What follows belongs to an exercise in optimizing a design on an open flow for small area, a short achievable clock period and few clock cycles per item; a production flow would make more cautious choices. At most, simulation tests tie the RTL to the original design; equivalence was not proved.

==> inputs of run E <==
==> flow/design.v <==
package xcrc_pkg;
    localparam int PAYLOAD_BYTES  = 128;
    localparam int ADDR_BITS      = 21;
    localparam int WORD_ADDR_BITS = ADDR_BITS - 1;
    localparam int WORDS          = PAYLOAD_BYTES / 2;
    localparam int POS_PAYLOAD = 3;
    localparam int POS_LAST    = POS_PAYLOAD + PAYLOAD_BYTES - 1;
    localparam int POS_CRC_HI  = POS_PAYLOAD + PAYLOAD_BYTES;
    localparam int POS_CRC_LO  = POS_CRC_HI + 1;
    localparam logic [7:0]  EOT_BYTE = 8'h04;
    localparam logic [15:0] CRC_POLY = 16'h1021;
    localparam logic [1:0] REPLY_NONE = 2'd0;
    localparam logic [1:0] REPLY_ACK  = 2'd1;
    localparam logic [1:0] REPLY_NAK  = 2'd2;
endpackage
import xcrc_pkg::*;
module xcrc_front (
    input  logic        clk,
    input  logic        rst_n,
    input  logic        cfg_wr_en,
    input  logic [19:0] cfg_word_addr,
    input  logic        push,
    output logic        full,
    input  logic        in_cmd,
    input  logic [7:0]  in_byte,
    output logic        word_en,
    output logic [15:0] word_data,
    output logic        good,
    output logic        frame_restart,
    output logic        reply_push,
    output logic        reply_eot,
    output logic [19:0] frame_addr,
    input  logic        store_near_full,
    input  logic        show_busy,
    input  logic        reply_near_store,
    input  logic [1:0]  reply_count
);
    function automatic logic [15:0] crc_byte(input logic [15:0] crc_in,
                                             input logic [7:0]  data);
        logic [15:0] crc;
        crc = crc_in ^ {data, 8'h00};
        for (int b = 0; b < 8; b++) begin
            if (crc[15])
                crc = {crc[14:0], 1'b0} ^ CRC_POLY;
            else
                crc = {crc[14:0], 1'b0};
        end
        crc_byte = crc;
    endfunction
    logic        full_q;
    logic        accept;
    logic        in_v_q;
    logic        in_cmd_q;
    logic [7:0]  in_byte_q;
    logic [19:0] start_q;
    logic [19:0] addr_q;
    logic        active_q, active_n;
    logic [7:0]  pos_q, pos_n;
    logic [15:0] crc_q;
    logic        hi_ok_q;
    logic [7:0]  hold_q;
    logic        eot_q;
    logic        we_q;
    logic        lo_ok_q;
    logic        c_soh_q, c_hi_q, c_lo_q, c_hold_q;
    logic        data_item;
    logic        at_soh, at_hi, at_lo, in_pay;
    logic        crc_ok;
    logic [1:0]  count_after;
    logic        hz_reply, hz_good, hz_store;
    assign full   = full_q;
    assign accept = push && !full_q;
    always_ff @(posedge clk or negedge rst_n)
    begin
        if (!rst_n)
        begin
            in_v_q <= 1'b0;
            we_q   <= 1'b0;
        end
        else
        begin
            in_v_q <= accept;
            we_q   <= accept && !in_cmd && active_n && (pos_n >= 8'(POS_PAYLOAD)) &&
                      (pos_n <= 8'(POS_LAST)) && !pos_n[0];
        end
    end
    always_ff @(posedge clk)
    begin
        in_cmd_q  <= in_cmd;
        in_byte_q <= in_byte;
        eot_q     <= (in_byte == EOT_BYTE);
        lo_ok_q   <= (in_byte == crc_q[7:0]);
    end
    always_ff @(posedge clk or negedge rst_n)
    begin
        if (!rst_n)
        begin
            start_q <= '0;
            addr_q  <= '0;
        end
        else
        begin
            if (cfg_wr_en)
                start_q <= cfg_word_addr;
            if (accept && in_cmd)
                addr_q <= start_q;
            else if (good)
                addr_q[19:6] <= addr_q[19:6] + 14'd1;
        end
    end
    assign data_item = in_v_q && !in_cmd_q && active_q;
    assign at_soh    = c_soh_q;
    assign at_hi     = c_hi_q;
    assign at_lo     = c_lo_q;
    assign in_pay    = c_hold_q || we_q;
    assign crc_ok    = hi_ok_q && lo_ok_q;
    assign word_en    = we_q;
    assign word_data  = {hold_q, in_byte_q};
    assign good       = data_item && at_lo && crc_ok;
    assign reply_eot  = data_item && at_soh && eot_q;
    assign reply_push = reply_eot || (data_item && at_lo && !crc_ok);
    assign frame_addr = addr_q;
    assign frame_restart = (in_v_q && in_cmd_q) || (data_item && at_lo);
    always_comb
    begin
        active_n = active_q;
        pos_n    = pos_q;
        if (in_v_q && in_cmd_q)
        begin
            active_n = 1'b1;
            pos_n    = '0;
        end
        else if (data_item)
        begin
            if (reply_eot)
                active_n = 1'b0;
            pos_n = at_lo ? 8'd0 : pos_q + 8'd1;
        end
    end
    always_ff @(posedge clk or negedge rst_n)
    begin
        if (!rst_n)
            active_q <= 1'b0;
        else
            active_q <= active_n;
    end
    always_ff @(posedge clk)
    begin
        pos_q    <= pos_n;
        c_soh_q  <= (pos_n == 8'd0);
        c_hi_q   <= (pos_n == 8'(POS_CRC_HI));
        c_lo_q   <= (pos_n == 8'(POS_CRC_LO));
        c_hold_q <= (pos_n >= 8'(POS_PAYLOAD)) && (pos_n <= 8'(POS_LAST)) && pos_n[0];
        if (data_item && at_soh)
            crc_q <= '0;
        else if (data_item && in_pay)
            crc_q <= crc_byte(crc_q, in_byte_q);
        if (data_item && at_hi)
            hi_ok_q <= (crc_q[15:8] == in_byte_q);
        if (data_item && c_hold_q)
            hold_q <= in_byte_q;
    end
    assign count_after = reply_count + {1'b0, reply_push};
    assign hz_reply    = (count_after == 2'd2) || (count_after == 2'd3) ||
                         ((count_after != 2'd0) && active_n && (pos_n == 8'(POS_CRC_LO)));
    assign hz_good     = active_q && (pos_q >= 8'(POS_LAST)) &&
                         ((reply_count != 2'd0) || show_busy);
    assign hz_store    = active_q && (pos_q >= 8'(POS_PAYLOAD - 1)) &&
                         (pos_q <= 8'(POS_LAST)) && (store_near_full || reply_near_store);
    always_ff @(posedge clk or negedge rst_n)
    begin
        if (!rst_n)
            full_q <= 1'b0;
        else
            full_q <= hz_reply || hz_good || hz_store;
    end
endmodule
module xcrc_cmd_fifo (
    input  logic       clk,
    input  logic       rst_n,
    input  logic       wr_en,
    input  logic       wr_eot,
    input  logic       rd_en,
    output logic       rd_eot,
    output logic [1:0] count
);
    logic [1:0] count_q;
    logic       slot0_q, slot1_q;
    assign count  = count_q;
    assign rd_eot = slot0_q;
    always_ff @(posedge clk or negedge rst_n)
    begin
        if (!rst_n)
            count_q <= '0;
        else
            count_q <= count_q + {1'b0, wr_en} - {1'b0, rd_en};
    end
    always_ff @(posedge clk)
    begin
        if (rd_en)
        begin
            slot0_q <= (wr_en && (count_q == 2'd1)) ? wr_eot : slot1_q;
            if (wr_en)
                slot1_q <= wr_eot;
        end
        else if (wr_en)
        begin
            if (count_q == 2'd0)
                slot0_q <= wr_eot;
            else
                slot1_q <= wr_eot;
        end
    end
endmodule
import xcrc_pkg::*;
module xcrc_back (
    input  logic        clk,
    input  logic        rst_n,
    input  logic        word_en,
    input  logic [15:0] word_data,
    input  logic        good,
    input  logic        frame_restart,
    input  logic [19:0] frame_addr,
    input  logic [1:0]  reply_count,
    input  logic        reply_eot,
    output logic        reply_pop,
    output logic        store_near_full,
    output logic        show_busy,
    output logic        reply_near_store,
    input  logic        pop,
    output logic        empty,
    output logic        res_word_valid,
    output logic [19:0] res_word_address,
    output logic [15:0] res_word_data,
    output logic [1:0]  res_reply,
    output logic        res_transfer_done,
    output logic        res_last
);
    logic [WORDS-1:0][15:0] store_q;
    logic [6:0]  vcnt_q;     
    logic        drain_q;    
    logic        last_q;     
    logic [6:0]  wcnt_q;     
    logic        empty_q;
    logic        sw_q;       
    logic        o_wv_q, o_td_q, o_last_q;
    logic [1:0]  o_reply_q;
    logic [19:0] o_addr_q;
    logic        take;
    logic        top;
    logic        next_word;
    logic        free;
    logic        load_reply;
    logic [WORDS-1:0] stage_en;
    assign take       = !empty_q && pop;
    assign top        = sw_q && pop;
    assign next_word  = top && !last_q;
    assign free       = empty_q || (take && (!o_wv_q || last_q));
    assign load_reply = free && (reply_count != 2'd0);
    assign reply_pop  = load_reply;
    assign store_near_full  = drain_q && ((vcnt_q + wcnt_q) >= 7'd62);
    assign show_busy        = drain_q || !empty_q;
    assign reply_near_store = ((!empty_q && !o_wv_q) || (reply_count != 2'd0)) &&
                              (wcnt_q >= 7'd61);
    assign empty             = empty_q;
    assign res_word_valid    = o_wv_q;
    assign res_word_address  = o_addr_q;
    assign res_word_data     = store_q[WORDS-1];
    assign res_reply         = o_reply_q;
    assign res_transfer_done = o_td_q;
    assign res_last          = o_last_q;
    always_comb
    begin
        for (int i = 0; i < WORDS; i++)
            stage_en[i] = (7'(i) <= wcnt_q) ? word_en : top;
    end
    always_ff @(posedge clk)
    begin
        if (stage_en[0])
            store_q[0] <= word_data;
        for (int i = 1; i < WORDS - 1; i++)
            if (stage_en[i])
                store_q[i] <= store_q[i-1];
        if (stage_en[WORDS-1] || load_reply)
            store_q[WORDS-1] <= load_reply ? 16'd0 : store_q[WORDS-2];
    end
    always_ff @(posedge clk or negedge rst_n)
    begin
        if (!rst_n)
        begin
            drain_q <= 1'b0;
            empty_q <= 1'b1;
            sw_q    <= 1'b0;
        end
        else
        begin
            if (good)
                drain_q <= 1'b1;
            else if (top && last_q)
                drain_q <= 1'b0;
            if (good || next_word || load_reply)
                empty_q <= 1'b0;
            else if (free)
                empty_q <= 1'b1;
            if (good || next_word)
                sw_q <= 1'b1;
            else if (free)
                sw_q <= 1'b0;
        end
    end
    always_ff @(posedge clk)
    begin
        if (frame_restart)
            wcnt_q <= '0;
        else if (word_en)
            wcnt_q <= wcnt_q + 7'd1;
        if (good)
        begin
            vcnt_q <= 7'd64;
            last_q <= 1'b0;
        end
        else if (top)
        begin
            vcnt_q <= vcnt_q - 7'd1;
            last_q <= (vcnt_q == 7'd2);
        end
        if (good)
        begin
            o_wv_q    <= 1'b1;
            o_addr_q  <= frame_addr;
            o_reply_q <= REPLY_NONE;
            o_td_q    <= 1'b0;
            o_last_q  <= 1'b0;
        end
        else if (next_word)
        begin
            o_wv_q    <= 1'b1;
            o_addr_q  <= o_addr_q + 20'd1;
            o_reply_q <= (vcnt_q == 7'd2) ? REPLY_ACK : REPLY_NONE;
            o_td_q    <= 1'b0;
            o_last_q  <= (vcnt_q == 7'd2);
        end
        else if (load_reply)
        begin
            o_wv_q    <= 1'b0;
            o_addr_q  <= '0;
            o_reply_q <= reply_eot ? REPLY_ACK : REPLY_NAK;
            o_td_q    <= reply_eot;
            o_last_q  <= 1'b1;
        end
    end
endmodule
import xcrc_pkg::*;
module xmodem_crc_receiver_page_writer (
    input  logic                                clk,
    input  logic                                rst_n,
    input  logic                                cfg_wr_en,
    input  logic [xcrc_pkg::ADDR_BITS-1:0]      cfg_wr_data,
    input  logic                                push,
    output logic                                full,
    input  logic                                in_cmd,
    input  logic [7:0]                          in_byte,
    input  logic                                pop,
    output logic                                empty,
    output logic                                res_word_valid,
    output logic [xcrc_pkg::WORD_ADDR_BITS-1:0] res_word_address,
    output logic [15:0]                         res_word_data,
    output logic [1:0]                          res_reply,
    output logic                                res_transfer_done,
    output logic                                res_last
);
    logic        word_en;
    logic [15:0] word_data;
    logic        good;
    logic        reply_push;
    logic        reply_eot_in;
    logic [19:0] frame_addr;
    logic        frame_restart;
    logic        store_near_full;
    logic        show_busy;
    logic        reply_near_store;
    logic [1:0]  reply_count;
    logic        reply_pop;
    logic        reply_eot_out;
    xcrc_front u_front (
        .clk             (clk),
        .rst_n           (rst_n),
        .cfg_wr_en       (cfg_wr_en),
        .cfg_word_addr   (cfg_wr_data[20:1]),
        .push            (push),
        .full            (full),
        .in_cmd          (in_cmd),
        .in_byte         (in_byte),
        .word_en         (word_en),
        .word_data       (word_data),
        .good            (good),
        .frame_restart   (frame_restart),
        .reply_push      (reply_push),
        .reply_eot       (reply_eot_in),
        .frame_addr      (frame_addr),
        .store_near_full (store_near_full),
        .show_busy       (show_busy),
        .reply_near_store(reply_near_store),
        .reply_count     (reply_count)
    );
    xcrc_cmd_fifo u_reply_q (
        .clk    (clk),
        .rst_n  (rst_n),
        .wr_en  (reply_push),
        .wr_eot (reply_eot_in),
        .rd_en  (reply_pop),
        .rd_eot (reply_eot_out),
        .count  (reply_count)
    );
    xcrc_back u_back (
        .clk               (clk),
        .rst_n             (rst_n),
        .word_en           (word_en),
        .word_data         (word_data),
        .good              (good),
        .frame_restart     (frame_restart),
        .frame_addr        (frame_addr),
        .reply_count       (reply_count),
        .reply_eot         (reply_eot_out),
        .reply_pop         (reply_pop),
        .store_near_full   (store_near_full),
        .show_busy         (show_busy),
        .reply_near_store  (reply_near_store),
        .pop               (pop),
        .empty             (empty),
        .res_word_valid    (res_word_valid),
        .res_word_address  (res_word_address),
        .res_word_data     (res_word_data),
        .res_reply         (res_reply),
        .res_transfer_done (res_transfer_done),
        .res_last          (res_last)
    );
endmodule
==> flow/run.sh <==
#!/bin/bash
# synth_recipe.tcl (not shown) runs the flow's synth.tcl, then flattens the netlist and writes it again
# the make line also repeats each setting of config.mk as NAME=value (left out here)
make -C /OpenROAD-flow-scripts/flow DESIGN_CONFIG=/design/flow/config.mk WORK_HOME=/design/flow/orfs CLKGATE_MAP_FILE= SYNTH_SCRIPT=/design/flow/synth_recipe.tcl finish
==> flow/config.mk <==
export PLATFORM = sky130hd
export DESIGN_NAME = xmodem_crc_receiver_page_writer
export DESIGN_NICKNAME = xmodem_crc_receiver_page_writer
export VERILOG_FILES = /design/flow/design.v
export SDC_FILE = /design/flow/constraint.sdc
export NUM_CORES = 4
export LEC_CHECK = 0
export CAP_MARGIN = 20
export CORE_MARGIN = 2
export CORE_UTILIZATION = 40
export PLACE_DENSITY = 0.6
export SLEW_MARGIN = 20
==> flow/constraint.sdc <==
create_clock -name core_clock -period 4.0 [get_ports {clk}]
set_input_delay 0.8000 -clock core_clock [delete_from_list [all_inputs] [get_ports {clk}]]
set_output_delay 0.8000 -clock core_clock [all_outputs]
set_load 0.01 [all_outputs]
==> inputs of run Y, as changes to run E <==
==> flow/design.v, changed modules only <==
module xcrc_front (
    input  logic        clk,
    input  logic        rst_n,
    input  logic        cfg_wr_en,
    input  logic [19:0] cfg_word_addr,
    input  logic        push,
    output logic        full,
    input  logic        in_cmd,
    input  logic [7:0]  in_byte,
    output logic        word_en,
    output logic [15:0] word_data,
    output logic        good,
    output logic        frame_restart,
    output logic        reply_push,
    output logic        reply_eot,
    output logic [19:0] frame_addr,
    input  logic        store_near_full,
    input  logic        show_busy,
    input  logic        reply_near_store,
    input  logic [1:0]  reply_count
);
    function automatic logic [15:0] crc_byte(input logic [15:0] crc_in,
                                             input logic [7:0]  data);
        logic [15:0] crc;
        crc = crc_in ^ {data, 8'h00};
        for (int b = 0; b < 8; b++) begin
            if (crc[15])
                crc = {crc[14:0], 1'b0} ^ CRC_POLY;
            else
                crc = {crc[14:0], 1'b0};
        end
        crc_byte = crc;
    endfunction
    logic        full_q;
    logic        accept;
    logic        in_v_q;
    logic        in_cmd_q;
    logic [7:0]  in_byte_q;
    logic [19:0] start_q;
    logic [19:0] addr_q;
    logic        active_q, active_n;
    logic [7:0]  pos_q, pos_n, pos_inc;
    logic [15:0] crc_q;
    logic        hi_ok_q;
    logic [7:0]  hold_q;
    logic        eot_q;
    logic        we_q;
    logic        lo_ok_q;
    logic        c_soh_q, c_hi_q, c_lo_q, c_hold_q, c_even_q, c_tail_q, c_win_q;
    logic        data_item;
    logic        at_soh, at_hi, at_lo, in_pay;
    logic        crc_ok;
    logic [1:0]  count_after;
    logic        hz_reply, hz_good, hz_store;
    assign full   = full_q;
    assign accept = push && !full_q;
    always_ff @(posedge clk or negedge rst_n)
    begin
        if (!rst_n)
        begin
            in_v_q <= 1'b0;
            we_q   <= 1'b0;
        end
        else
        begin
            in_v_q <= accept;
            we_q   <= accept && !in_cmd && active_n &&
                      (data_item ? c_hold_q : (!(in_v_q && in_cmd_q) && c_even_q));
        end
    end
    always_ff @(posedge clk)
    begin
        in_cmd_q  <= in_cmd;
        in_byte_q <= in_byte;
        eot_q     <= (in_byte == EOT_BYTE);
        lo_ok_q   <= (in_byte == crc_q[7:0]);
    end
    always_ff @(posedge clk or negedge rst_n)
    begin
        if (!rst_n)
        begin
            start_q <= '0;
            addr_q  <= '0;
        end
        else
        begin
            if (cfg_wr_en)
                start_q <= cfg_word_addr;
            if (accept && in_cmd)
                addr_q <= start_q;
            else if (good)
                addr_q[19:6] <= addr_q[19:6] + 14'd1;
        end
    end
    assign data_item = in_v_q && !in_cmd_q && active_q;
    assign at_soh    = c_soh_q;
    assign at_hi     = c_hi_q;
    assign at_lo     = c_lo_q;
    assign in_pay    = c_hold_q || we_q;
    assign crc_ok    = hi_ok_q && lo_ok_q;
    assign word_en    = we_q;
    assign word_data  = {hold_q, in_byte_q};
    assign good       = data_item && at_lo && crc_ok;
    assign reply_eot  = data_item && at_soh && eot_q;
    assign reply_push = reply_eot || (data_item && at_lo && !crc_ok);
    assign frame_addr = addr_q;
    assign frame_restart = (in_v_q && in_cmd_q) || (data_item && at_lo);
    assign pos_inc = pos_q + 8'd1;
    always_comb
    begin
        active_n = active_q;
        pos_n    = pos_q;
        if (in_v_q && in_cmd_q)
        begin
            active_n = 1'b1;
            pos_n    = '0;
        end
        else if (data_item)
        begin
            if (reply_eot)
                active_n = 1'b0;
            pos_n = at_lo ? 8'd0 : pos_inc;
        end
    end
    always_ff @(posedge clk or negedge rst_n)
    begin
        if (!rst_n)
            active_q <= 1'b0;
        else
            active_q <= active_n;
    end
    always_ff @(posedge clk)
    begin
        pos_q    <= pos_n;
        if ((in_v_q && in_cmd_q) || (data_item && at_lo))
        begin
            c_soh_q  <= 1'b1;
            c_hi_q   <= 1'b0;
            c_lo_q   <= 1'b0;
            c_hold_q <= 1'b0;
            c_even_q <= 1'b0;
            c_tail_q <= 1'b0;
            c_win_q  <= 1'b0;
        end
        else if (data_item)
        begin
            c_soh_q  <= 1'b0;
            c_hi_q   <= (pos_inc == 8'(POS_CRC_HI));
            c_lo_q   <= (pos_inc == 8'(POS_CRC_LO));
            c_hold_q <= (pos_inc >= 8'(POS_PAYLOAD)) && (pos_inc <= 8'(POS_LAST)) && pos_inc[0];
            c_even_q <= (pos_inc >= 8'(POS_PAYLOAD)) && (pos_inc <= 8'(POS_LAST)) && !pos_inc[0];
            c_tail_q <= (pos_inc >= 8'(POS_LAST));
            c_win_q  <= (pos_inc >= 8'(POS_PAYLOAD - 1)) && (pos_inc <= 8'(POS_LAST));
        end
        if (data_item && at_soh)
            crc_q <= '0;
        else if (data_item && in_pay)
            crc_q <= crc_byte(crc_q, in_byte_q);
        if (data_item && at_hi)
            hi_ok_q <= (crc_q[15:8] == in_byte_q);
        if (data_item && c_hold_q)
            hold_q <= in_byte_q;
    end
    assign count_after = reply_count + {1'b0, reply_push};
    assign hz_reply    = (count_after == 2'd2) || (count_after == 2'd3) ||
                         ((count_after != 2'd0) && active_q &&
                          ((c_hi_q && data_item) || (c_lo_q && !in_v_q)));
    assign hz_good     = active_q && c_tail_q && ((reply_count != 2'd0) || show_busy);
    assign hz_store    = active_q && c_win_q && (store_near_full || reply_near_store);
    always_ff @(posedge clk or negedge rst_n)
    begin
        if (!rst_n)
            full_q <= 1'b0;
        else
            full_q <= hz_reply || hz_good || hz_store;
    end
endmodule
module xcrc_back (
    input  logic        clk,
    input  logic        rst_n,
    input  logic        word_en,
    input  logic [15:0] word_data,
    input  logic        good,
    input  logic        frame_restart,
    input  logic [19:0] frame_addr,
    input  logic [1:0]  reply_count,
    input  logic        reply_eot,
    output logic        reply_pop,
    output logic        store_near_full,
    output logic        show_busy,
    output logic        reply_near_store,
    input  logic        pop,
    output logic        empty,
    output logic        res_word_valid,
    output logic [19:0] res_word_address,
    output logic [15:0] res_word_data,
    output logic [1:0]  res_reply,
    output logic        res_transfer_done,
    output logic        res_last
);
    logic [WORDS-1:0][15:0] store_q;
    logic [6:0]  low_q;      
    logic        drain_q;    
    logic        last_q;     
    logic [6:0]  wcnt_q;     
    logic [6:0]  wcnt_n;
    logic [6:0]  bot_q;      
    logic [6:1]  low_ge;     
    logic [6:1]  wr_ge;      
    logic        wr_ok;
    logic        empty_q;
    logic        sw_q;       
    logic        o_wv_q, o_td_q, o_last_q;
    logic [1:0]  o_reply_q;
    logic [19:0] o_addr_q;
    logic        take;
    logic        top;
    logic        next_word;
    logic        free;
    logic        load_reply;
    logic [WORDS-1:0] stage_en;
    assign take       = !empty_q && pop;
    assign top        = sw_q && pop;
    assign next_word  = top && !last_q;
    assign free       = empty_q || (take && (!o_wv_q || last_q));
    assign load_reply = free && (reply_count != 2'd0);
    assign reply_pop  = load_reply;
    always_comb
    begin
        for (int j = 1; j < 7; j++)
        begin
            low_ge[j] = (low_q >= 7'(1 << j));
            wr_ge[j]  = word_en ? (wcnt_q >= 7'((1 << j) - 2)) : (wcnt_q >= 7'((1 << j) - 1));
        end
        wr_ok = 1'b0;
        for (int j = 1; j < 7; j++)
            wr_ok = wr_ok || (low_ge[j] && !wr_ge[j]);
    end
    assign store_near_full  = drain_q && !wr_ok;
    assign show_busy        = drain_q || !empty_q;
    assign reply_near_store = ((!empty_q && !o_wv_q) || (reply_count != 2'd0)) &&
                              (wcnt_q >= 7'd30);
    assign wcnt_n = frame_restart ? 7'd0 : word_en ? wcnt_q + 7'd1 : wcnt_q;
    assign empty             = empty_q;
    assign res_word_valid    = o_wv_q;
    assign res_word_address  = o_addr_q;
    assign res_word_data     = store_q[WORDS-1];
    assign res_reply         = o_reply_q;
    assign res_transfer_done = o_td_q;
    assign res_last          = o_last_q;
    always_comb
    begin
        stage_en[0] = bot_q[0] ? word_en : top;
        for (int i = 1; i < WORDS; i++)
            stage_en[i] = bot_q[$clog2(i + 1)] ? word_en : top;
    end
    always_ff @(posedge clk)
    begin
        if (stage_en[0])
            store_q[0] <= word_data;
        for (int i = 1; i < WORDS - 1; i++)
            if (stage_en[i])
                store_q[i] <= store_q[i-1];
        if (stage_en[WORDS-1] || load_reply)
            store_q[WORDS-1] <= load_reply ? 16'd0 : store_q[WORDS-2];
    end
    always_ff @(posedge clk or negedge rst_n)
    begin
        if (!rst_n)
        begin
            drain_q <= 1'b0;
            empty_q <= 1'b1;
            sw_q    <= 1'b0;
        end
        else
        begin
            if (good)
                drain_q <= 1'b1;
            else if (top && last_q)
                drain_q <= 1'b0;
            if (good || next_word || load_reply)
                empty_q <= 1'b0;
            else if (free)
                empty_q <= 1'b1;
            if (good || next_word)
                sw_q <= 1'b1;
            else if (free)
                sw_q <= 1'b0;
        end
    end
    always_ff @(posedge clk)
    begin
        wcnt_q   <= wcnt_n;
        bot_q[0] <= 1'b1;
        for (int j = 1; j < 7; j++)
            bot_q[j] <= (wcnt_n >= 7'(1 << (j - 1)));
        if (good)
        begin
            low_q  <= 7'd0;
            last_q <= 1'b0;
        end
        else if (top)
        begin
            low_q  <= low_q + 7'd1;
            last_q <= (low_q == 7'd62);
        end
        if (good)
        begin
            o_wv_q    <= 1'b1;
            o_addr_q  <= frame_addr;
            o_reply_q <= REPLY_NONE;
            o_td_q    <= 1'b0;
            o_last_q  <= 1'b0;
        end
        else if (next_word)
        begin
            o_wv_q    <= 1'b1;
            o_addr_q  <= o_addr_q + 20'd1;
            o_reply_q <= (low_q == 7'd62) ? REPLY_ACK : REPLY_NONE;
            o_td_q    <= 1'b0;
            o_last_q  <= (low_q == 7'd62);
        end
        else if (load_reply)
        begin
            o_wv_q    <= 1'b0;
            o_addr_q  <= '0;
            o_reply_q <= reply_eot ? REPLY_ACK : REPLY_NAK;
            o_td_q    <= reply_eot;
            o_last_q  <= 1'b1;
        end
    end
endmodule
==> flow/flow/run.sh (new file) <==
#!/bin/bash
# The standard layout, with plain buffers (sky130_fd_sc_hd__buf_2, resizable within the buf
# footprint) on the ports instead of the default delay-buffer cell, and clock tree synthesis
# without dummy loads and with larger sink clusters.
set -euo pipefail
bash standard.sh finish "BUFFER_PORTS_ARGS=-buffer_cell sky130_fd_sc_hd__buf_2" \
    "CTS_ARGS=-sink_clustering_enable -repair_clock_nets -dont_use_dummy_load -sink_clustering_size 28 -sink_clustering_max_diameter 100" \
    > standard_finish.log 2>&1
==> flow/standard.sh (new file) <==
#!/bin/bash
# synth_recipe.tcl (not shown) runs the flow's synth.tcl, then flattens the netlist and writes it again
# the make line also repeats each setting of config.mk as NAME=value (left out here)
make -C /OpenROAD-flow-scripts/flow DESIGN_CONFIG=/design/flow/config.mk WORK_HOME=/design/flow/orfs CLKGATE_MAP_FILE= SYNTH_SCRIPT=/design/flow/synth_recipe.tcl "${@:-finish}"
Settings changed: SETUP_SLACK_MARGIN set to 2.0, TNS_END_PERCENT set to 5.
removed: flow/run.sh
==> flow_summary.ini <==
[layout]
clock_area_share_pct = 2.90

[status]
status = no timing/DRC/antenna violations

[critical_path]
endpoint = empty
reg2regPathDepth = 3

[synth]
syn_nets = 1822
-- figures above: run Y

==> flow_summary.ini <==
[synth]
syn_nets = 1995

[layout]
clock_area_share_pct = 7.71

[status]
status = no timing/DRC/antenna violations

[critical_path]
endpoint = u_back.store_q[259]$_DFFE_PP_
reg2regPathDepth = 5

[sta]
rsz0062_at_grt = false
-- figures above: run E

Testbench counts of run Y, summed over its fixed seeds: cycles 26,118, frames 192.
The RTL of run E was laid out without a check of its function.

-- afterwards: timing with drivers on the ports --
How much do the figures lean on ideal ports? The routed layouts below were timed once more, with nothing changed but the port constraints. Step 1 (the two cells are an assumption about what drives the block):
set clk [get_ports {clk}]
set_driving_cell -lib_cell sky130_fd_sc_hd__clkbuf_16 $clk
set_driving_cell -lib_cell sky130_fd_sc_hd__buf_2 [delete_from_list [all_inputs] $clk]
Step 2 times the ports against the registers' clock, not the clock port: input delays grow and output delays shrink by t, the midpoint of the rising clock arrivals with the driver on. Three values: ideal ports, drivers, drivers and shift; two values: the first two.
run	shift t [ns]	setup WS [ns]	latest minus earliest clock arrival (ns)
run E	0.726	1.177 / 1.177 / 1.015	0.026 / 0.025
run Y	0.655	1.823 / 1.762 / 1.444	0.105 / 0.105
After both steps setup and hold are still met in every run listed. For run Y, which loses most, drivers alone change the setup slack by -0.061 ns; drivers and shift together by -0.379 ns.
